What follows belongs to an exercise in optimizing a design on an open flow for small area, a short achievable clock period and few clock cycles per item; a production flow would make more cautious choices.
At most, simulation tests tie the RTL to the original design; equivalence was not proved.
For run 2, only the layout was checked, not whether the RTL still works.
Power and IR drop assume default switching activity.

===== flow/flow/run.sh =====
#!/bin/bash
set -o pipefail
sed -E 's/SETUP_SLACK_MARGIN=[0-9.]+/SETUP_SLACK_MARGIN=6/' standard.sh > standard_m6.sh
grep -q 'SETUP_SLACK_MARGIN=6' standard_m6.sh || exit 1
bash standard_m6.sh > standard.log 2>&1

===== flow/standard.sh =====
#!/bin/bash
# synth_recipe.tcl (not shown) runs the flow's synth.tcl, then flattens the netlist and writes it again
# the make line also repeats each setting of config.mk as NAME=value (left out here)
make -C /OpenROAD-flow-scripts/flow DESIGN_CONFIG=/design/flow/config.mk WORK_HOME=/design/flow/orfs CLKGATE_MAP_FILE= SYNTH_SCRIPT=/design/flow/synth_recipe.tcl "${@:-finish}"

===== flow/config.mk =====
export PLATFORM = sky130hd
export DESIGN_NAME = round_robin_job_scheduler
export DESIGN_NICKNAME = round_robin_job_scheduler
export VERILOG_FILES = /design/flow/design.v
export SDC_FILE = /design/flow/constraint.sdc
export NUM_CORES = 4
export LEC_CHECK = 0
export CAP_MARGIN = 30
export CORE_MARGIN = 2
export CORE_UTILIZATION = 55
export CTS_CLUSTER_DIAMETER = 70
export CTS_CLUSTER_SIZE = 30
export PLACE_DENSITY = 0.7
export SETUP_SLACK_MARGIN = 5
export SLEW_MARGIN = 20

===== flow/constraint.sdc =====
create_clock -name core_clock -period 10.0 [get_ports {clock}]
set_input_delay 2.0000 -clock core_clock [delete_from_list [all_inputs] [get_ports {clock}]]
set_output_delay 2.0000 -clock core_clock [all_outputs]
set_load 0.01 [all_outputs]

===== flow/design.v =====
`timescale 1ns / 1ps
package rrjs_pkg;
   localparam int MAX_JOBS_DEFAULT  = 16;
   localparam int TIME_BITS_DEFAULT = 16;
   localparam int SLOT_W  = 4;
   localparam int FIELD_W = 16;
   localparam int SLICE_W = 8;
   localparam int EVENT_W = 3;
   localparam logic [SLICE_W-1:0] SLICE_RESET = 8'd2;
   localparam logic [SLICE_W-1:0] SLICE_MAX   = 8'hFF;
   typedef enum logic [2:0] {
      PH_EMPTY = 3'd0,
      PH_READY = 3'd1,
      PH_RUN   = 3'd2,
      PH_IO    = 3'd3,
      PH_DONE  = 3'd4
   } phase_type;
   typedef enum logic [EVENT_W-1:0] {
      EV_ADMIT  = 3'd0,
      EV_REJECT = 3'd1,
      EV_IDLE   = 3'd2,
      EV_RAN    = 3'd3,
      EV_FINISH = 3'd4,
      EV_TOIO   = 3'd5,
      EV_EXPIRE = 3'd6
   } event_type;
   typedef struct packed {
      logic capture;
      logic arrive;
      logic io_step;
      logic run;
      logic count;
      logic publish;
   } cmd_type;
   typedef struct packed {
      logic req_valid;
      logic req_tick;
      logic io_more;
      logic rsp_busy;
   } status_type;
endpackage
`timescale 1ns / 1ps
import rrjs_pkg::*;
module round_robin_job_scheduler (
   input  logic        clock,
   input  logic        reset,
   input  logic        req_valid,
   output logic        req_ready,
   input  logic        req_action,
   input  logic [3:0]  req_arrive_job,
   input  logic [15:0] req_burst_length,
   input  logic [15:0] req_io_complete_mask,
   input  logic        req_needs_io,
   output logic        rsp_valid,
   input  logic        rsp_ready,
   output logic [2:0]  rsp_event_res,
   output logic [3:0]  rsp_job_slot,
   output logic [15:0] rsp_remaining_after,
   output logic [15:0] rsp_tick_now,
   output logic [15:0] rsp_first_start,
   output logic [15:0] rsp_finish_tick,
   output logic [15:0] rsp_running_ticks,
   output logic [15:0] rsp_ready_ticks,
   output logic [15:0] rsp_waiting_io_ticks,
   output logic        rsp_all_done,
   input  logic        csr_valid,
   output logic        csr_ready,
   input  logic [7:0]  csr_data
);
   localparam int NJ = 16;
   logic        iv_ff;
   logic        iact_ff;
   logic [3:0]  ijob_ff;
   logic [15:0] iburst_ff;
   logic [15:0] imask_ff;
   logic        iio_ff;
   logic        sv_ff;
   logic        sact_ff;
   logic [3:0]  sjob_ff;
   logic [15:0] sburst_ff;
   logic [15:0] smask_ff;
   logic        sio_ff;
   typedef struct packed {
      logic [2:0]    ev;
      logic [3:0]    slot;
      logic          done;
      logic [15:0]   tick;
      logic [15:0]   rem;
      logic [15:0]   run;
      logic [15:0]   rdy;
      logic [15:0]   iow;
      logic [15:0]   start;
   } res_t;
   logic rv_ff, kv_ff;
   res_t res_ff, skd_ff, res_nx;
   logic [15:0]   rem_ff   [NJ];
   logic [15:0]   start_ff [NJ];
   logic [15:0]   run_ff   [NJ];
   logic [15:0]   rdy_ff   [NJ];
   logic [15:0]   iow_ff   [NJ];
   logic [NJ-1:0] phr_ff, phi_ff, phd_ff;    
   logic [NJ-1:0] le1_ff;                    
   logic [NJ-1:0] new_ff;                    
   logic          cpend_ff;                  
   logic [3:0]    q_ff [NJ];
   logic [3:0]    qh_ff, qt_ff;
   logic [4:0]    qn_ff;
   logic [3:0]    hd_ff;        
   logic          le1h_ff;      
   logic          newh_ff;      
   logic          le1r_ff;      
   logic [3:0]    l_ff [NJ];
   logic [NJ-1:0] lv_ff;        
   logic          runv_ff;
   logic [3:0]    runs_ff;
   logic [3:0]    sq_ff;        
   logic [NJ-1:0] selq_ff;      
   logic [7:0]    slice_ff;
   logic [7:0]    tsl_ff;
   logic          expr_ff;      
   logic          expd_ff;      
   logic [15:0]   tick_ff;      
   logic [4:0]    act_ff;       
   logic go, tick, last, qempty;
   assign tick   = iact_ff;
   assign go     = iv_ff && !kv_ff;
   assign qempty = (qn_ff == 5'd0);
   logic [15:0] r, fo, ge;
   logic        ret, more;
   logic [3:0]  ret_slot;
   assign r    = imask_ff & lv_ff;
   assign fo   = r & (~r + 16'd1);
   assign ge   = ~(fo - 16'd1);
   assign ret  = |r;
   assign more = |(r & (r - 16'd1));
   assign last = !(tick && ret && (more || (!runv_ff && qempty)));
   always_comb begin
      ret_slot = '0;
      for (int p = 0; p < NJ; p++) ret_slot |= fo[p] ? l_ff[p] : 4'd0;
   end
   logic          disp, have, fin, first, to_io, expire, leaves, exp_d, exp_r;
   logic [3:0]    s;
   logic [NJ-1:0] sel_s, sel_r, sel_a;
   logic [15:0]   rem_cur, run_cur, rdy_cur, iow_cur, start_cur, rem_new, run_new;
   logic [7:0]    slice_inc;
   always_comb begin
      for (int i = 0; i < NJ; i++) begin
         sel_r[i] = (ret_slot == 4'(i));
         sel_a[i] = (ijob_ff == 4'(i));
      end
   end
   assign disp      = !runv_ff && !qempty;
   assign have      = runv_ff || !qempty;
   assign s         = sq_ff;
   assign sel_s     = selq_ff;
   assign fin       = runv_ff ? le1r_ff : le1h_ff;
   assign first     = !runv_ff && newh_ff;
   always_comb begin
      rem_cur   = '0;
      run_cur   = '0;
      rdy_cur   = '0;
      iow_cur   = '0;
      start_cur = '0;
      for (int i = 0; i < NJ; i++) begin
         rem_cur   |= sel_s[i] ? rem_ff[i] : 16'd0;
         run_cur   |= sel_s[i] ? run_ff[i] : 16'd0;
         rdy_cur   |= sel_s[i] ? rdy_ff[i]   : 16'd0;
         iow_cur   |= sel_s[i] ? iow_ff[i]   : 16'd0;
         start_cur |= sel_s[i] ? start_ff[i] : 16'd0;
      end
   end
   assign rem_new   = rem_cur - 16'd1;           
   assign run_new   = run_cur + 16'd1;           
   assign slice_inc = (&slice_ff) ? slice_ff : slice_ff + 8'd1;
   assign exp_d     = expd_ff;
   assign exp_r     = expr_ff;
   logic [7:0] slice_nx, tsl_nx;
   always_comb begin
      if (reset)       slice_nx = 8'd0;
      else if (do_run) slice_nx = leaves ? 8'd0 : (runv_ff ? slice_inc : 8'd1);
      else             slice_nx = slice_ff;
      if (reset)          tsl_nx = SLICE_RESET;
      else if (csr_valid) tsl_nx = csr_data;
      else                tsl_nx = tsl_ff;
   end
   logic [7:0] slice_inc2, slice_ff1;
   logic       c_leave, c_disp, c_cont, c_hold, expr_nx;
   assign slice_inc2 = (&slice_inc) ? slice_inc : slice_inc + 8'd1;
   assign slice_ff1  = (&slice_ff) ? slice_ff : slice_ff + 8'd1;
   assign c_leave = (tsl_ff <= 8'd1);
   assign c_disp  = (tsl_ff <= 8'd2);
   assign c_cont  = (slice_inc2 >= tsl_ff);
   assign c_hold  = (slice_ff1 >= tsl_nx);
   always_comb begin
      if (reset || csr_valid) expr_nx = c_hold;
      else if (do_run)        expr_nx = leaves ? c_leave : (runv_ff ? c_cont : c_disp);
      else                    expr_nx = expr_ff;
   end
   always_ff @(posedge clock) begin
      slice_ff <= slice_nx;
      tsl_ff   <= tsl_nx;
      expr_ff  <= reset ? 1'b1 : expr_nx;
      expd_ff  <= (tsl_nx <= 8'd1);
   end
   assign to_io     = !fin && iio_ff;
   assign expire    = !fin && !iio_ff && (runv_ff ? exp_r : exp_d);
   assign leaves    = fin || to_io || expire;
   logic [1:0]  rdy_add;
   logic [16:0] rdy_sum;
   logic [15:0] rdy_rep, iow_rep;
   assign rdy_add = {1'b0, cpend_ff && !runv_ff} + {1'b0, expire};
   assign rdy_sum = {1'b0, rdy_cur} + {15'd0, rdy_add};
   assign rdy_rep = rdy_sum[16] ? 16'hFFFF : rdy_sum[15:0];
   assign iow_rep = (to_io && !(&iow_cur)) ? iow_cur + 16'd1 : iow_cur;
   logic admit;
   assign admit = (iburst_ff != 16'd0) && !(|(sel_a & (phr_ff | phi_ff | phd_ff)))
                  && !(runv_ff && runs_ff == ijob_ff);
   logic do_adm, do_ret, do_run, do_end, cnt, push1, push2, pop, app;
   logic [3:0] slot1;
   assign do_adm = go && !tick && admit;
   assign do_ret = go && tick && ret;
   assign cnt    = go && tick && last;
   assign do_run = cnt && have;
   assign do_end = go && last;
   assign push1  = do_adm || do_ret;
   assign slot1  = tick ? ret_slot : ijob_ff;
   assign push2  = do_run && expire;
   assign pop    = cnt && disp;
   assign app    = do_run && to_io;
   logic [15:0] now;
   assign now = tick_ff;
   logic [NJ-1:0] phr_nx, phi_nx;
   always_comb begin
      phr_nx = phr_ff;
      phi_nx = phi_ff;
      if (do_adm) phr_nx = phr_nx | sel_a;
      if (do_ret) begin
         phr_nx = phr_nx | sel_r;
         phi_nx = phi_nx & ~sel_r;
      end
      if (pop)    phr_nx = phr_nx & ~sel_s;
      if (push2)  phr_nx = phr_nx | sel_s;
      if (app)    phi_nx = phi_nx | sel_s;
   end
   logic [15:0] wd_rem, wd_run;
   logic        wd_le1;
   assign wd_rem = tick ? rem_new : iburst_ff;
   assign wd_run = tick ? run_new : 16'd0;
   assign wd_le1 = tick ? (rem_cur[15:2] == 14'd0 && rem_cur[1:0] != 2'd3)
                        : (iburst_ff[15:1] == 15'd0);
   for (genvar i = 0; i < NJ; i++) begin : g_slot
      logic        adm_i, wr_i;
      logic [16:0] cr, ci;
      logic [15:0] dr, di;
      assign adm_i = do_adm && sel_a[i];
      assign wr_i  = adm_i || (do_run && sel_s[i]);
      assign cr[0] = cpend_ff && phr_ff[i] && !(&rdy_ff[i]);
      assign ci[0] = cpend_ff && phi_ff[i] && !(&iow_ff[i]);
      for (genvar k = 0; k < 16; k++) begin : g_bit
         assign dr[k]   = (rdy_ff[i][k] ^ cr[k]) && !adm_i;
         assign cr[k+1] = cr[k] && rdy_ff[i][k];
         assign di[k]   = (iow_ff[i][k] ^ ci[k]) && !adm_i;
         assign ci[k+1] = ci[k] && iow_ff[i][k];
      end
      always_ff @(posedge clock) begin
         if (wr_i) begin
            rem_ff[i] <= wd_rem;
            run_ff[i] <= wd_run;
            le1_ff[i] <= wd_le1;
            new_ff[i] <= !tick;
         end
         if (do_run && sel_s[i] && first) start_ff[i] <= now;
         rdy_ff[i] <= dr;
         iow_ff[i] <= di;
      end
   end
   logic [3:0]    qt2, qh1, hd_nx, q_h1;
   logic [NJ-1:0] lv_rm, apos, hdoh_nx;
   logic          runv_nx;
   assign runv_nx = do_run ? !leaves : runv_ff;
   assign qt2  = qt_ff + {3'd0, push1};
   logic [4:0] qn_a, qn_a1;
   always_comb begin
      case ({push1, pop})
         2'b10:   begin qn_a = qn_ff + 5'd1; qn_a1 = qn_ff + 5'd2; end
         2'b01:   begin qn_a = qn_ff - 5'd1; qn_a1 = qn_ff;        end
         default: begin qn_a = qn_ff;        qn_a1 = qn_ff + 5'd1; end
      endcase
   end
   assign qh1  = qh_ff + 4'd1;
   assign q_h1 = q_ff[qh1];
   logic le1h_nx, newh_nx, le1_h1, new_h1, le1_ret;
   assign le1_h1  = le1_ff[q_h1];
   assign new_h1  = new_ff[q_h1];
   assign le1_ret = |(sel_r & le1_ff);
   always_comb begin
      if (pop ? (qn_ff >= 5'd2) : !qempty) begin
         hd_nx   = pop ? q_h1   : hd_ff;
         le1h_nx = pop ? le1_h1 : le1h_ff;
         newh_nx = pop ? new_h1 : newh_ff;
      end else if (push1) begin
         hd_nx   = slot1;
         le1h_nx = tick ? le1_ret : wd_le1;
         newh_nx = !tick;
      end else begin
         hd_nx   = s;
         le1h_nx = wd_le1;
         newh_nx = 1'b0;
      end
      for (int i = 0; i < NJ; i++) hdoh_nx[i] = (hd_nx == 4'(i));
   end
   assign lv_rm = do_ret ? {1'b0, lv_ff[NJ-1:1]} : lv_ff;
   assign apos  = ~lv_rm & {lv_rm[NJ-2:0], 1'b1};
   always_ff @(posedge clock) begin
      for (int i = 0; i < NJ; i++) begin
         if (push1 && qt_ff == 4'(i)) q_ff[i] <= slot1;
         if (push2 && qt2 == 4'(i))   q_ff[i] <= s;
      end
      for (int p = 0; p < NJ; p++) begin
         if (app && apos[p]) begin
            l_ff[p] <= s;
         end else if (do_ret && ge[p] && p < NJ - 1) begin
            l_ff[p] <= l_ff[(p < NJ - 1) ? p + 1 : p];
         end
      end
      hd_ff   <= hd_nx;
      sq_ff   <= runv_nx ? s : hd_nx;
      selq_ff <= runv_nx ? sel_s : hdoh_nx;
      le1h_ff <= le1h_nx;
      newh_ff <= newh_nx;
      if (do_run) le1r_ff <= wd_le1;
   end
   logic [15:0] mask_cmp;
   always_comb begin
      for (int p = 0; p < NJ; p++) begin
         mask_cmp[p] = (ge[p] && p < NJ - 1) ? imask_ff[(p < NJ - 1) ? p + 1 : p] : imask_ff[p];
      end
   end
   logic acc, act0, act1, fin_run, ifree;
   assign ifree     = !iv_ff || (go && last);
   assign req_ready = !sv_ff;
   assign acc       = req_valid && !sv_ff;
   assign act0      = (act_ff == 5'd0);
   assign act1      = (act_ff == 5'd1);
   assign fin_run   = do_run && fin;
   always_ff @(posedge clock) begin
      if (reset) begin
         iv_ff    <= 1'b0;
         sv_ff    <= 1'b0;
         rv_ff    <= 1'b0;
         kv_ff    <= 1'b0;
         cpend_ff <= 1'b0;
         phr_ff   <= '0;
         phi_ff   <= '0;
         phd_ff   <= '0;
         qh_ff    <= '0;
         qt_ff    <= '0;
         qn_ff    <= '0;
         lv_ff    <= '0;
         runv_ff  <= 1'b0;
         runs_ff  <= '0;
         tick_ff  <= '0;
         act_ff   <= '0;
      end else begin
         if (ifree) begin
            iv_ff <= acc || sv_ff;
            sv_ff <= 1'b0;
         end else if (acc) begin
            sv_ff <= 1'b1;
         end
         if (kv_ff) begin
            if (rsp_ready) kv_ff <= 1'b0;
         end else if (do_end && rv_ff && !rsp_ready) begin
            kv_ff <= 1'b1;
         end
         rv_ff <= do_end || kv_ff || (rv_ff && !rsp_ready);
         cpend_ff <= cnt;
         phr_ff <= phr_nx;
         phi_ff <= phi_nx;
         if (fin_run) phd_ff <= phd_ff | sel_s;
         qt_ff <= qt_ff + {3'd0, push1} + {3'd0, push2};
         qh_ff <= qh_ff + {3'd0, pop};
         qn_ff <= push2 ? qn_a1 : qn_a;
         lv_ff <= app ? (lv_rm | apos) : lv_rm;
         if (do_run) begin
            runv_ff  <= !leaves;
            runs_ff  <= s;
         end
         if (cnt && !(&tick_ff)) tick_ff <= tick_ff + 16'd1;
         if (fin_run)     act_ff <= act_ff - 5'd1;
         else if (do_adm) act_ff <= act_ff + 5'd1;
      end
   end
   always_ff @(posedge clock) begin
      if (acc && !ifree) begin
         sact_ff   <= req_action;
         sjob_ff   <= req_arrive_job;
         sburst_ff <= req_burst_length;
         smask_ff  <= req_io_complete_mask;
         sio_ff    <= req_needs_io;
      end
      if (ifree && sv_ff) begin
         iact_ff   <= sact_ff;
         ijob_ff   <= sjob_ff;
         iburst_ff <= sburst_ff;
         imask_ff  <= smask_ff;
         iio_ff    <= sio_ff;
      end else if (ifree && acc) begin
         iact_ff   <= req_action;
         ijob_ff   <= req_arrive_job;
         iburst_ff <= req_burst_length;
         imask_ff  <= req_io_complete_mask;
         iio_ff    <= req_needs_io;
      end else if (do_ret && !last) begin
         imask_ff  <= mask_cmp;
      end
   end
   always_comb begin
      res_nx      = '0;
      res_nx.tick = now;
      if (!tick) begin
         res_nx.ev   = admit ? EV_ADMIT : EV_REJECT;
         res_nx.slot = ijob_ff;
         res_nx.rem  = admit ? iburst_ff : 16'd0;
         res_nx.done = act0 && !admit;
      end else begin
         res_nx.slot = have ? s : 4'd0;
         res_nx.start = !have ? 16'd0 : (first ? now : start_cur);
         res_nx.rem  = have ? rem_new : 16'd0;
         res_nx.run  = have ? run_new : 16'd0;
         res_nx.rdy  = have ? rdy_rep : 16'd0;
         res_nx.iow  = have ? iow_rep : 16'd0;
         res_nx.done = act0 || (act1 && have && fin);
         if (!have)       res_nx.ev = EV_IDLE;
         else if (fin)    res_nx.ev = EV_FINISH;
         else if (to_io)  res_nx.ev = EV_TOIO;
         else if (expire) res_nx.ev = EV_EXPIRE;
         else             res_nx.ev = EV_RAN;
      end
   end
   always_ff @(posedge clock) begin
      if (kv_ff) begin
         if (rsp_ready) begin
            res_ff      <= skd_ff;
            res_ff.tick <= res_ff.tick + {15'd0, (res_ff.ev >= EV_IDLE) && !(&res_ff.tick)};
         end
      end else if (do_end) begin
         if (rv_ff && !rsp_ready) skd_ff <= res_nx;
         else                     res_ff <= res_nx;
      end
   end
   assign rsp_valid            = rv_ff;
   assign rsp_event_res        = res_ff.ev;
   assign rsp_job_slot         = res_ff.slot;
   assign rsp_tick_now         = res_ff.tick;
   assign rsp_all_done         = res_ff.done;
   assign rsp_remaining_after  = res_ff.rem;
   assign rsp_first_start      = res_ff.start;
   assign rsp_finish_tick      = (res_ff.ev == EV_FINISH) ? res_ff.tick : 16'd0;
   assign rsp_running_ticks    = res_ff.run;
   assign rsp_ready_ticks      = res_ff.rdy;
   assign rsp_waiting_io_ticks = res_ff.iow;
   assign csr_ready            = 1'b1;
endmodule

==> impl_metrics.py, run 1 <==
metrics = {
    "synthesis": {
        "number_of_flops_mapped_to_enable_cells_by_yosys": 1219,
        "synthesis.area_per_instance_sq_um": 12.9,
        "area_share_of_the_leading_cell_type_in_the_synthesized_netlist_pct": 45.1,
        "synthFlopType": "sky130_fd_sc_hd__edfxtp_1",
        "synthDominantAreaCellType": "sky130_fd_sc_hd__edfxtp_1",
        "yosys-top-cells-area": "sky130_fd_sc_hd__edfxtp_1, sky130_fd_sc_hd__dfxtp_1, sky130_fd_sc_hd__ha_1, sky130_fd_sc_hd__and2_1, sky130_fd_sc_hd__mux2_2",
        "synth_compound_area_share_pct": 11.1,
        "mappedNetlistNets": 6871,
        "synth.yosys.warnings": 8,
        "synth_adder_area_share_pct": 8.09,
        "synth.area.mux_share_pct": 3.82,
        "synthCells": 6297,
        "synth_seq_area_share_pct": 60.9,
        "dominant_combinational_cell_family_by_area_after_synthesis": "simple AND/OR/NAND/NOR gates",
        "share_of_the_synthesized_netlist_area_taken_by_xor_and_xnor_gates_pct": 1.44,
        "post_synth_instance_area_sq_um": 81200,
        "synth-seq-cells": 1861,
        "yosys.cell_types.count": 95,
        "synth_simple_gate_area_share_pct": 12.5,
        "synthArstFlopShare_pct": 0,
    },
    "setup_path": {
        "critical_path_required_ps": 8000,
        "critPathCaptureType": "output port",
        "worst_path_max_delay_cell": "sky130_fd_sc_hd__edfxtp_1",
        "worst-setup-path-type": "reg -> out",
        "timing.rr.end": "expr_ff",
        "critical-path-top-cell-by-count": "sky130_fd_sc_hd__buf_6",
        "rr_worst_depth": 17,
        "startpoint_type": "register",
        "max_stage_delay_ps": 500,
        "crit_fanout": 4,
        "critical_path_cell_by_cell": "nor3b_4, buf_2, buf_6, buf_6, buf_6, and2_4, buf_6",
        "cp.arrival_ps": 2230,
        "minimum_setup_slack_among_reg_to_reg_paths_ps": 6050,
        "regToRegStartpoint": "slice_ff[1]",
    },
    "outcome": {
        "outcome": "timing/DRC/antenna clean",
    },
    "clocking": {
        "holdBufCountCts": 0,
        "clk_latency_ps": 800,
        "cts_root_buffer": "sky130_fd_sc_hd__clkbuf_16",
        "cts_buffer_depth": 3,
        "cts.sinks": 1861,
        "tritoncts": "done",
        "cts.reportedPaths.clkPinSlew_ps": 90,
        "cts-htree-levels": 3,
        "numCtsBuffers": 114,
    },
    "power": {
        "swShare_pct": 33.0,
        "p_int_mw": 12.7,
        "total_switching_power_mw": 6.23,
        "power_frac_comb_pct": 22.6,
        "power.sequential.fraction_pct": 48.0,
        "ir_drop_mv": 0.178,
        "cellLeakagePower_nw": 34.5,
        "power.density_cell_area_nw_per_um2": 198,
        "power_frac_clock_pct": 29.4,
    },
    "route": {
        "drt-vias-per-instance": 6.57,
        "final_antenna_net_count": 0,
        "wl_per_cell_um": 28.2,
        "post-route-drc-count": 0,
        "drt_pass1_iterations": 6,
        "route.final.wire_length_um": 244000,
        "total_number_of_vias": 56700,
        "drt_iter0_drc": 7558,
    },
    "floorplanning": {
        "width_of_the_die_um": 388,
        "fp.dieArea_sq_um": 151000,
        "initial_core_util_pct": 55.2,
        "placeableCoreArea_sq_um": 147000,
        "floorplan.rows": 141,
        "boundaryPins": 174,
        "floorplan.die.height_um": 388,
    },
    "grt": {
        "grt_pass1_vias": 54000,
        "grt_start_max_net_pins": 73,
        "grt.total_usage_pct": 31.1,
        "grt_pass1_wl_um": 352000,
        "antenna_violations_before_repair": 6,
        "globalRouteOverflowTotal": 0,
    },
    "worst_hold_path": {
        "timing.hold.worst_path_depth": 2,
        "min_to": "phd_ff[14]",
        "hold_wc_path_type": "reg -> reg",
        "worstHoldStart": "phd_ff[14]",
    },
    "finish": {
        "utilization_pct": 64.9,
        "areaGrowthSynthToFinish_pct": 17.5,
        "fillers": 10700,
        "drive_above_1_share_pct": 27.3,
        "final_net_count": 7169,
        "layout_common_cells": "sky130_fd_sc_hd__edfxtp_1, sky130_fd_sc_hd__and2_1, sky130_fd_sc_hd__buf_4",
        "mostFrequentLayoutCell": "sky130_fd_sc_hd__edfxtp_1",
        "diodes": 0,
        "finish.cell_count_without_fillers": 8625,
    },
    "placed_design": {
        "numPortBuffers": 172,
        "dp.final_hpwl_um": 154000,
        "placed_cells_incl_taps": 8147,
        "weighted_congestion_reported_at_the_end_of_routability_driven_placement": 0.951,
    },
    "sta": {
        "tightestPinTransition_ps": 1070,
        "timing.clock.skew_ps": 57.0,
        "timing.final.crit_share_pct": 42.3,
        "final_critical_period_ps": 4230,
        "setup_total_neg_slack_ps": 0,
        "setup_viol": 0,
        "timing.max_slew.rel_slack_pct": 28.9,
        "finalHoldViolCount": 0,
        "maxClockFrequency_mhz": 236,
        "maxSlewViolCount": 0,
        "rsz0062_at_grt": "yes",
    },
    "run": {
        "max_cap_viol_count": 0,
    },
}
metrics by stage:
stage	power (mW)	setup slack, ps	area, sq um	hold slack [ps]
3_5_place_dp	13.2	3800	85100	449
6_report	18.9	5770	95400	475
4_1_cts	18.7	5740	92600	472
5_1_grt	19.4	5690	95400	513
2_1_floorplan	11.5	5900	81400	432
3_3_place_gp	13.1	4080	85000	448
cells in the mapped netlist, drive strengths merged, types with 7 or more instances:
master and number:
a2111oi 17, a211oi 14, a21o 23, a21oi 150, a221oi 211, a222oi 21, a22o 218, a22oi 235
a31oi 25, a32oi 8, and2 418, and3 53, and4 50, buf 77, clkbuf 302, dfxtp 642
edfxtp 1219, ha 522, inv 71, mux2 230, mux2i 38, nand2 291, nand2b 18, nand3 120
nand3b 45, nand4 203, nor2 323, nor2b 149, nor3 63, nor3b 12, nor4 65, nor4b 7
o211ai 7, o21a 9, o21ai 109, o21bai 10, o22ai 25, o311ai 8, o31ai 47, or2 10
or3 19, xnor2 83, xor2 51
critical path: cells and delay by family, from the launching register on:
family	cells	cell delay [ps]
buffers and inverters	5	550
and+or+nand+nor	2	430
DFF	1	500
logic make-up (layout without fill, tap and decap cells):
group | Yosys count | after routing
AOI/OAI and AO/OA | 1194 | 1195
xor gates and xnor gates | 134 | 134
adders and majority gates | 525 | 525
buffers and inverters | 451 | 844
DFF | 1861 | 1861
muxes | 274 | 274
other | 1 | 1
and+or+nand+nor | 1857 | 1861
sequential cells by signal, summed over array words and instances, names as in the netlist, 64 cells and up:
name and count:
iow_ff 256, rdy_ff 256, rem_ff 256, run_ff 256, start_ff 256, res_ff 104
skd_ff 88, l_ff 64, q_ff 64
worst max path at each step:
stage,startpoint,endpoint,slack (ps),cells after the start
3_5_place_dp,imask_ff[7],l_ff[0][1],3800,10
6_report,res_ff[101],rsp_finish_tick[10],5770,7
3_3_place_gp,imask_ff[7],l_ff[0][0],4080,10
4_1_cts,res_ff[102],rsp_finish_tick[10],5740,7
5_1_grt,res_ff[101],rsp_finish_tick[10],5690,7
2_1_floorplan,imask_ff[1],q_ff[13][0],5900,14
timing repair:
item	CTS	global route
resized for setup	691	625
cloned	6	2
setup buffers	170	83
setup endpoints to repair	2046	1462
pin swaps	133	185
routing by layer:
layer / vias up / wire (um) / global-route usage [%]
met4: 4 / 9400 / 11.1
met2: 3221 / 113000 / 49.5
met5: - / 28 / 0
li1: 24800 / - / -
met1: 28100 / 96800 / 43.0
met3: 561 / 24700 / 5.47
area by class of cell:
class | count | area, sq um | share of cell area, %
flip-flops and latches | 1861 | 50100 | 52.5
multi-input cells | 3990 | 33200 | 34.8
repair buffers | 554 | 5040 | 5.28
clock buffers | 121 | 2950 | 3.09
well taps | 1930 | 2410 | 2.53
clock inverters | 95 | 1380 | 1.44
inverters | 72 | 323 | 0.338
repair inverters | 2 | 18.8 | 0.0197
power groups by stage:
stage	Clock, mW	Sequential [mW]	Combinational (mW)
6_report	5.56	9.06	4.26
3_5_place_dp	0	9.27	3.91
3_3_place_gp	0	9.26	3.82
2_1_floorplan	0	9.24	2.30
4_1_cts	5.60	9.07	4.06
5_1_grt	5.87	9.08	4.47
Testbench counts, summed over its fixed seeds: cycles 6,267, items 6,000.
==> run 2, diff against run 1 <==
--- a/flow/design.v
+++ b/flow/design.v
@@ -85,2 +85,3 @@
       logic [3:0]    slot;
+      logic          fin;        
       logic          done;
@@ -91,3 +92,3 @@
       logic [15:0]   iow;
-      logic [15:0]   start;
+      logic [NJ-1:0] sel;        
    } res_t;
@@ -108,2 +109,3 @@
    logic [3:0]    hd_ff;        
+   logic [NJ-1:0] hdoh_ff;      
    logic          le1h_ff;      
@@ -115,8 +117,5 @@
    logic [3:0]    runs_ff;
-   logic [3:0]    sq_ff;        
-   logic [NJ-1:0] selq_ff;      
+   logic [NJ-1:0] runoh_ff;
    logic [7:0]    slice_ff;
    logic [7:0]    tsl_ff;
-   logic          expr_ff;      
-   logic          expd_ff;      
    logic [15:0]   tick_ff;      
@@ -153,4 +152,4 @@
    assign have      = runv_ff || !qempty;
-   assign s         = sq_ff;
-   assign sel_s     = selq_ff;
+   assign s         = runv_ff ? runs_ff : hd_ff;
+   assign sel_s     = runv_ff ? runoh_ff : hdoh_ff;
    assign fin       = runv_ff ? le1r_ff : le1h_ff;
@@ -164,7 +163,6 @@
       for (int i = 0; i < NJ; i++) begin
-         rem_cur   |= sel_s[i] ? rem_ff[i] : 16'd0;
-         run_cur   |= sel_s[i] ? run_ff[i] : 16'd0;
+         rem_cur   |= sel_s[i] ? rem_ff[i]   : 16'd0;
+         run_cur   |= sel_s[i] ? run_ff[i]   : 16'd0;
          rdy_cur   |= sel_s[i] ? rdy_ff[i]   : 16'd0;
          iow_cur   |= sel_s[i] ? iow_ff[i]   : 16'd0;
-         start_cur |= sel_s[i] ? start_ff[i] : 16'd0;
       end
@@ -174,32 +172,4 @@
    assign slice_inc = (&slice_ff) ? slice_ff : slice_ff + 8'd1;
-   assign exp_d     = expd_ff;
-   assign exp_r     = expr_ff;
-   logic [7:0] slice_nx, tsl_nx;
-   always_comb begin
-      if (reset)       slice_nx = 8'd0;
-      else if (do_run) slice_nx = leaves ? 8'd0 : (runv_ff ? slice_inc : 8'd1);
-      else             slice_nx = slice_ff;
-      if (reset)          tsl_nx = SLICE_RESET;
-      else if (csr_valid) tsl_nx = csr_data;
-      else                tsl_nx = tsl_ff;
-   end
-   logic [7:0] slice_inc2, slice_ff1;
-   logic       c_leave, c_disp, c_cont, c_hold, expr_nx;
-   assign slice_inc2 = (&slice_inc) ? slice_inc : slice_inc + 8'd1;
-   assign slice_ff1  = (&slice_ff) ? slice_ff : slice_ff + 8'd1;
-   assign c_leave = (tsl_ff <= 8'd1);
-   assign c_disp  = (tsl_ff <= 8'd2);
-   assign c_cont  = (slice_inc2 >= tsl_ff);
-   assign c_hold  = (slice_ff1 >= tsl_nx);
-   always_comb begin
-      if (reset || csr_valid) expr_nx = c_hold;
-      else if (do_run)        expr_nx = leaves ? c_leave : (runv_ff ? c_cont : c_disp);
-      else                    expr_nx = expr_ff;
-   end
-   always_ff @(posedge clock) begin
-      slice_ff <= slice_nx;
-      tsl_ff   <= tsl_nx;
-      expr_ff  <= reset ? 1'b1 : expr_nx;
-      expd_ff  <= (tsl_nx <= 8'd1);
-   end
+   assign exp_d     = (tsl_ff <= 8'd1);          
+   assign exp_r     = (slice_inc >= tsl_ff);
    assign to_io     = !fin && iio_ff;
@@ -278,13 +248,3 @@
    logic [NJ-1:0] lv_rm, apos, hdoh_nx;
-   logic          runv_nx;
-   assign runv_nx = do_run ? !leaves : runv_ff;
    assign qt2  = qt_ff + {3'd0, push1};
-   logic [4:0] qn_a, qn_a1;
-   always_comb begin
-      case ({push1, pop})
-         2'b10:   begin qn_a = qn_ff + 5'd1; qn_a1 = qn_ff + 5'd2; end
-         2'b01:   begin qn_a = qn_ff - 5'd1; qn_a1 = qn_ff;        end
-         default: begin qn_a = qn_ff;        qn_a1 = qn_ff + 5'd1; end
-      endcase
-   end
    assign qh1  = qh_ff + 4'd1;
@@ -326,4 +286,3 @@
       hd_ff   <= hd_nx;
-      sq_ff   <= runv_nx ? s : hd_nx;
-      selq_ff <= runv_nx ? sel_s : hdoh_nx;
+      hdoh_ff <= hdoh_nx;
       le1h_ff <= le1h_nx;
@@ -339,5 +298,5 @@
    logic acc, act0, act1, fin_run, ifree;
-   assign ifree     = !iv_ff || (go && last);
    assign req_ready = !sv_ff;
    assign acc       = req_valid && !sv_ff;
+   assign ifree     = !iv_ff || (go && last);
    assign act0      = (act_ff == 5'd0);
@@ -361,2 +320,5 @@
          runs_ff  <= '0;
+         runoh_ff <= '0;
+         slice_ff <= '0;
+         tsl_ff   <= SLICE_RESET;
          tick_ff  <= '0;
@@ -364,2 +326,3 @@
       end else begin
+         if (csr_valid) tsl_ff <= csr_data;
          if (ifree) begin
@@ -382,3 +345,3 @@
          qh_ff <= qh_ff + {3'd0, pop};
-         qn_ff <= push2 ? qn_a1 : qn_a;
+         qn_ff <= qn_ff + {4'd0, push1} + {4'd0, push2} - {4'd0, pop};
          lv_ff <= app ? (lv_rm | apos) : lv_rm;
@@ -387,2 +350,4 @@
             runs_ff  <= s;
+            runoh_ff <= sel_s;
+            slice_ff <= leaves ? 8'd0 : (runv_ff ? slice_inc : 8'd1);
          end
@@ -427,3 +392,4 @@
          res_nx.slot = have ? s : 4'd0;
-         res_nx.start = !have ? 16'd0 : (first ? now : start_cur);
+         res_nx.sel  = have ? sel_s : '0;
+         res_nx.fin  = have && fin;
          res_nx.rem  = have ? rem_new : 16'd0;
@@ -442,6 +408,3 @@
       if (kv_ff) begin
-         if (rsp_ready) begin
-            res_ff      <= skd_ff;
-            res_ff.tick <= res_ff.tick + {15'd0, (res_ff.ev >= EV_IDLE) && !(&res_ff.tick)};
-         end
+         if (rsp_ready) res_ff <= skd_ff;
       end else if (do_end) begin
@@ -451,2 +414,7 @@
    end
+   logic [15:0] o_start;
+   always_comb begin
+      o_start = '0;
+      for (int i = 0; i < NJ; i++) o_start |= res_ff.sel[i] ? start_ff[i] : 16'd0;
+   end
    assign rsp_valid            = rv_ff;
@@ -457,4 +425,4 @@
    assign rsp_remaining_after  = res_ff.rem;
-   assign rsp_first_start      = res_ff.start;
-   assign rsp_finish_tick      = (res_ff.ev == EV_FINISH) ? res_ff.tick : 16'd0;
+   assign rsp_first_start      = o_start;
+   assign rsp_finish_tick      = res_ff.fin ? res_ff.tick : 16'd0;
    assign rsp_running_ticks    = res_ff.run;
==> flow/run.sh (new file) <==
#!/bin/bash
# synth_recipe.tcl (not shown) runs the flow's synth.tcl, then flattens the netlist and writes it again
# the make line also repeats each setting of config.mk as NAME=value (left out here)
make -C /OpenROAD-flow-scripts/flow DESIGN_CONFIG=/design/flow/config.mk WORK_HOME=/design/flow/orfs CLKGATE_MAP_FILE= SYNTH_SCRIPT=/design/flow/synth_recipe.tcl finish
--- a/flow/config.mk
+++ b/flow/config.mk
@@ -7,9 +7,7 @@
 export LEC_CHECK = 0
-export CAP_MARGIN = 30
+export CAP_MARGIN = 20
 export CORE_MARGIN = 2
 export CORE_UTILIZATION = 55
-export CTS_CLUSTER_DIAMETER = 70
-export CTS_CLUSTER_SIZE = 30
 export PLACE_DENSITY = 0.7
-export SETUP_SLACK_MARGIN = 5
+export SETUP_SLACK_MARGIN = 4
 export SLEW_MARGIN = 20
removed: flow/flow/run.sh
removed: flow/standard.sh
==> impl_metrics.py, run 2 <==
metrics = {
    "finish": {
        "mostFrequentLayoutCell": "sky130_fd_sc_hd__edfxtp_1",
        "layout_common_cells": "sky130_fd_sc_hd__edfxtp_1, sky130_fd_sc_hd__dfxtp_1, sky130_fd_sc_hd__ha_1",
        "final_net_count": 6968,
        "finish.cell_count_without_fillers": 8492,
        "layout.cell_area.non_filler_sq_um": 91400,
        "areaGrowthSynthToFinish_pct": 11.4,
        "drive_above_1_share_pct": 9.98,
    },
    "route": {
        "drt-vias-per-instance": 6.53,
        "drt_pass1_iterations": 8,
        "final_antenna_net_count": 0,
        "wl_per_cell_um": 28.2,
        "total_number_of_vias": 55500,
        "route.final.wire_length_um": 239000,
        "drt_iter0_drc": 7139,
        "post-route-drc-count": 0,
    },
    "grt": {
        "grt_pass1_wl_um": 349000,
        "grt_pass1_vias": 53100,
        "globalRouteOverflowTotal": 0,
        "grt.total_usage_pct": 30.8,
        "grt_start_max_net_pins": 70,
        "antenna_violations_before_repair": 7,
    },
    "synthesis": {
        "synthCells": 6395,
        "synthTopCellsByCount": "sky130_fd_sc_hd__edfxtp_1, sky130_fd_sc_hd__dfxtp_1, sky130_fd_sc_hd__ha_1",
        "yosys-top-cells-area": "sky130_fd_sc_hd__edfxtp_1, sky130_fd_sc_hd__dfxtp_1, sky130_fd_sc_hd__ha_1, sky130_fd_sc_hd__a22o_1, sky130_fd_sc_hd__a221oi_1",
        "yosys.cell_types.count": 95,
        "synth_seq_area_share_pct": 60.9,
        "synthFlopType": "sky130_fd_sc_hd__edfxtp_1",
        "mappedNetlistNets": 6963,
        "number_of_flops_mapped_to_enable_cells_by_yosys": 1217,
        "area_share_of_the_leading_cell_type_in_the_synthesized_netlist_pct": 44.5,
        "synth-seq-cells": 1889,
        "synthArstFlopShare_pct": 0,
        "yosys.cell_count.top_type": "sky130_fd_sc_hd__edfxtp_1",
        "post_synth_instance_area_sq_um": 82100,
        "synth.yosys.warnings": 8,
        "synthDominantAreaCellType": "sky130_fd_sc_hd__edfxtp_1",
        "synthesis.area_per_instance_sq_um": 12.8,
    },
    "sta": {
        "setup_total_neg_slack_ps": 0,
        "setup_viol": 0,
        "tightestPinTransition_ps": 1090,
        "timing.max_slew.rel_slack_pct": 27.6,
        "rsz0062_at_grt": "no",
        "timing.clock.skew_ps": 40.1,
        "maxSlewViolCount": 0,
        "maxClockFrequency_mhz": 174,
        "finalHoldViolCount": 0,
        "timing.final.crit_share_pct": 57.5,
        "final_critical_period_ps": 5750,
    },
    "setup_path": {
        "startpoint_type": "register",
        "critical_path_required_ps": 10570,
        "minimum_setup_slack_among_reg_to_reg_paths_ps": 4250,
        "cp.arrival_ps": 6320,
        "worst-setup-path-type": "reg -> reg",
        "crit_fanout": 36,
        "critPathCaptureType": "register",
    },
    "placed_design": {
        "placed_cells_incl_taps": 8135,
        "weighted_congestion_reported_at_the_end_of_routability_driven_placement": 0.950,
        "dp.final_hpwl_um": 155000,
        "numPortBuffers": 172,
        "dpl-instance-area_sq_um": 85200,
    },
    "clocking": {
        "cts.reportedPaths.clkPinSlew_ps": 60,
        "holdBufCountCts": 0,
        "cts.sinks": 1889,
        "tritoncts": "done",
        "cts_buffer_depth": 3,
        "numCtsBuffers": 186,
        "clk_latency_ps": 840,
        "cts_root_buffer": "sky130_fd_sc_hd__clkbuf_16",
        "cts-htree-levels": 4,
    },
    "power": {
        "power.density_cell_area_nw_per_um2": 227,
        "ir_drop_mv": 0.198,
        "cellLeakagePower_nw": 34.7,
    },
    "floorplanning": {
        "floorplan.rows": 141,
        "initial_core_util_pct": 55.5,
        "width_of_the_die_um": 390,
        "placeableCoreArea_sq_um": 148000,
        "boundaryPins": 174,
        "floorplan.die.height_um": 390,
        "fp.dieArea_sq_um": 152000,
    },
    "outcome": {
        "outcome": "timing/DRC/antenna clean",
    },
    "worst_hold_path": {
        "hold_wc_path_type": "reg -> reg",
    },
    "run": {
        "max_cap_viol_count": 0,
    },
}
-- run 2: cell types whose count changed after synthesis, sizes merged, moves of 22 or more --
cell,delta
a221oi,+23
a21oi,+22
nor3,+51
o31ai,-22
a22o,+46
buf,+155
mux2i,+69
nor2,+23
mux2,-110
nor2b,+76
nand2,+28
clkbuf,-62
dfxtp,+30
and2,-100
-- run 2: per-layer routing --
metal / routed length [um] / part of all wire, % / vias to the layer above / track usage [%]
li1: - / - / 24400 / -
met1: 95300 / 40 / 27500 / 41.7
met2: 111000 / 46 / 3012 / 48.8
met3: 22200 / 9.3 / 543 / 5.65
met4: 10900 / 4.6 / 6 / 13.4
met5: 28 / 0.012 / - / 0
-- run 2: through the flow --
stage	total power [mW]	hold WS (ps)	setup slack, ps	utilization [%]
final	20.7	475	4250	61.8
after global routing	21.3	496	4080	61.8
after CTS	20.7	473	4230	61.7
after detailed placement	13.7	455	4270	57.5
after global placement	13.6	448	4130	57.5
after floorplan	12.1	437	4590	-
-- run 2: cell type report --
cell class | instances | area, sq um
repair buffers | 289 | 2620
inverters | 72 | 284
diodes | 2 | 5.00
well taps | 1930 | 2410
fillers | 11100 | 56600
multi-input cells | 3962 | 29900
clock buffers | 244 | 5170
flip-flops and latches | 1889 | 50000
clock inverters | 104 | 1000
-- run 2: cell families after synthesis --
| group | synth area share, % |
|---|---|
| DFF | 60.9 |
| muxes | 3.14 |
| and+or+nand+nor | 12.8 |
| adders and majority gates | 7.91 |
| other | 0.00457 |
| AOI/OAI and AO/OA | 11.1 |
| buffers and inverters | 3.14 |
| xor gates and xnor gates | 1.06 |
-- run 2: path summary, 6_finish.rpt --
| path | endpoint | from | cells after the start |
|---|---|---|---|
| max | run_ff[14][15] | runv_ff | 11 |
| min | phd_ff[1] | phd_ff[1] | 2 |
| max reg2reg | run_ff[14][15] | runv_ff | 11 |
| min reg2reg | phd_ff[1] | phd_ff[1] | 2 |
-- run 2: power breakdown --
| group | total (mW) | switching (mW) | internal, mW |
|---|---|---|---|
| combinational | 4.31 | 3.14 | 1.17 |
| sequential | 9.38 | 0.167 | 9.21 |
| clock | 7.06 | 3.04 | 4.01 |
| total | 20.7 | 6.35 | 14.4 |
-- run 2: worst max-delay path, stage by stage, from the launching register on --
cell and delay, ps:
sky130_fd_sc_hd__dfxtp_2 510, sky130_fd_sc_hd__buf_4 570, sky130_fd_sc_hd__mux2_4 660, sky130_fd_sc_hd__buf_4 680, sky130_fd_sc_hd__a22o_1 230, sky130_fd_sc_hd__a221oi_1 40, sky130_fd_sc_hd__and4_1 270, sky130_fd_sc_hd__nor3b_1 530
sky130_fd_sc_hd__nand4_1 260, sky130_fd_sc_hd__or3b_2 590, sky130_fd_sc_hd__xnor2_1 500, sky130_fd_sc_hd__and2_1 530
-- run 2: repair_timing --
item / in CTS / in global routing
endpoints found under the setup margin: 0 / 33
endpoints found under the hold margin: 0 / 0
resized for setup: 0 / 2
buffers inserted: 0 / 7

re-timing with driven ports:
No port has a modelled driver above. Below, the same layouts with a new extraction and two added sets of constraints. Step 1, drivers: a clkbuf_16 drives clock and a buf_2 each remaining input, both assumed. Step 2 times the ports against the registers' clock, not the clock port: input delays grow and output delays shrink by t, the midpoint of the rising clock arrivals with the driver on. Three values: ideal, step 1, step 2; two values: the first two.
| run | t (ns) | setup WS [ns] | cell pins on the clock port's net |
|---|---|---|---|
| run 1 | 0.857 | 5.766 / 5.681 / 5.302 | 1 |
| run 2 | 0.900 | 4.251 / 4.251 / 4.251 | 1 |
After both steps every run listed still meets setup and hold. For run 1, which loses most, drivers alone change the setup slack by -0.085 ns; drivers and shift together by -0.464 ns.
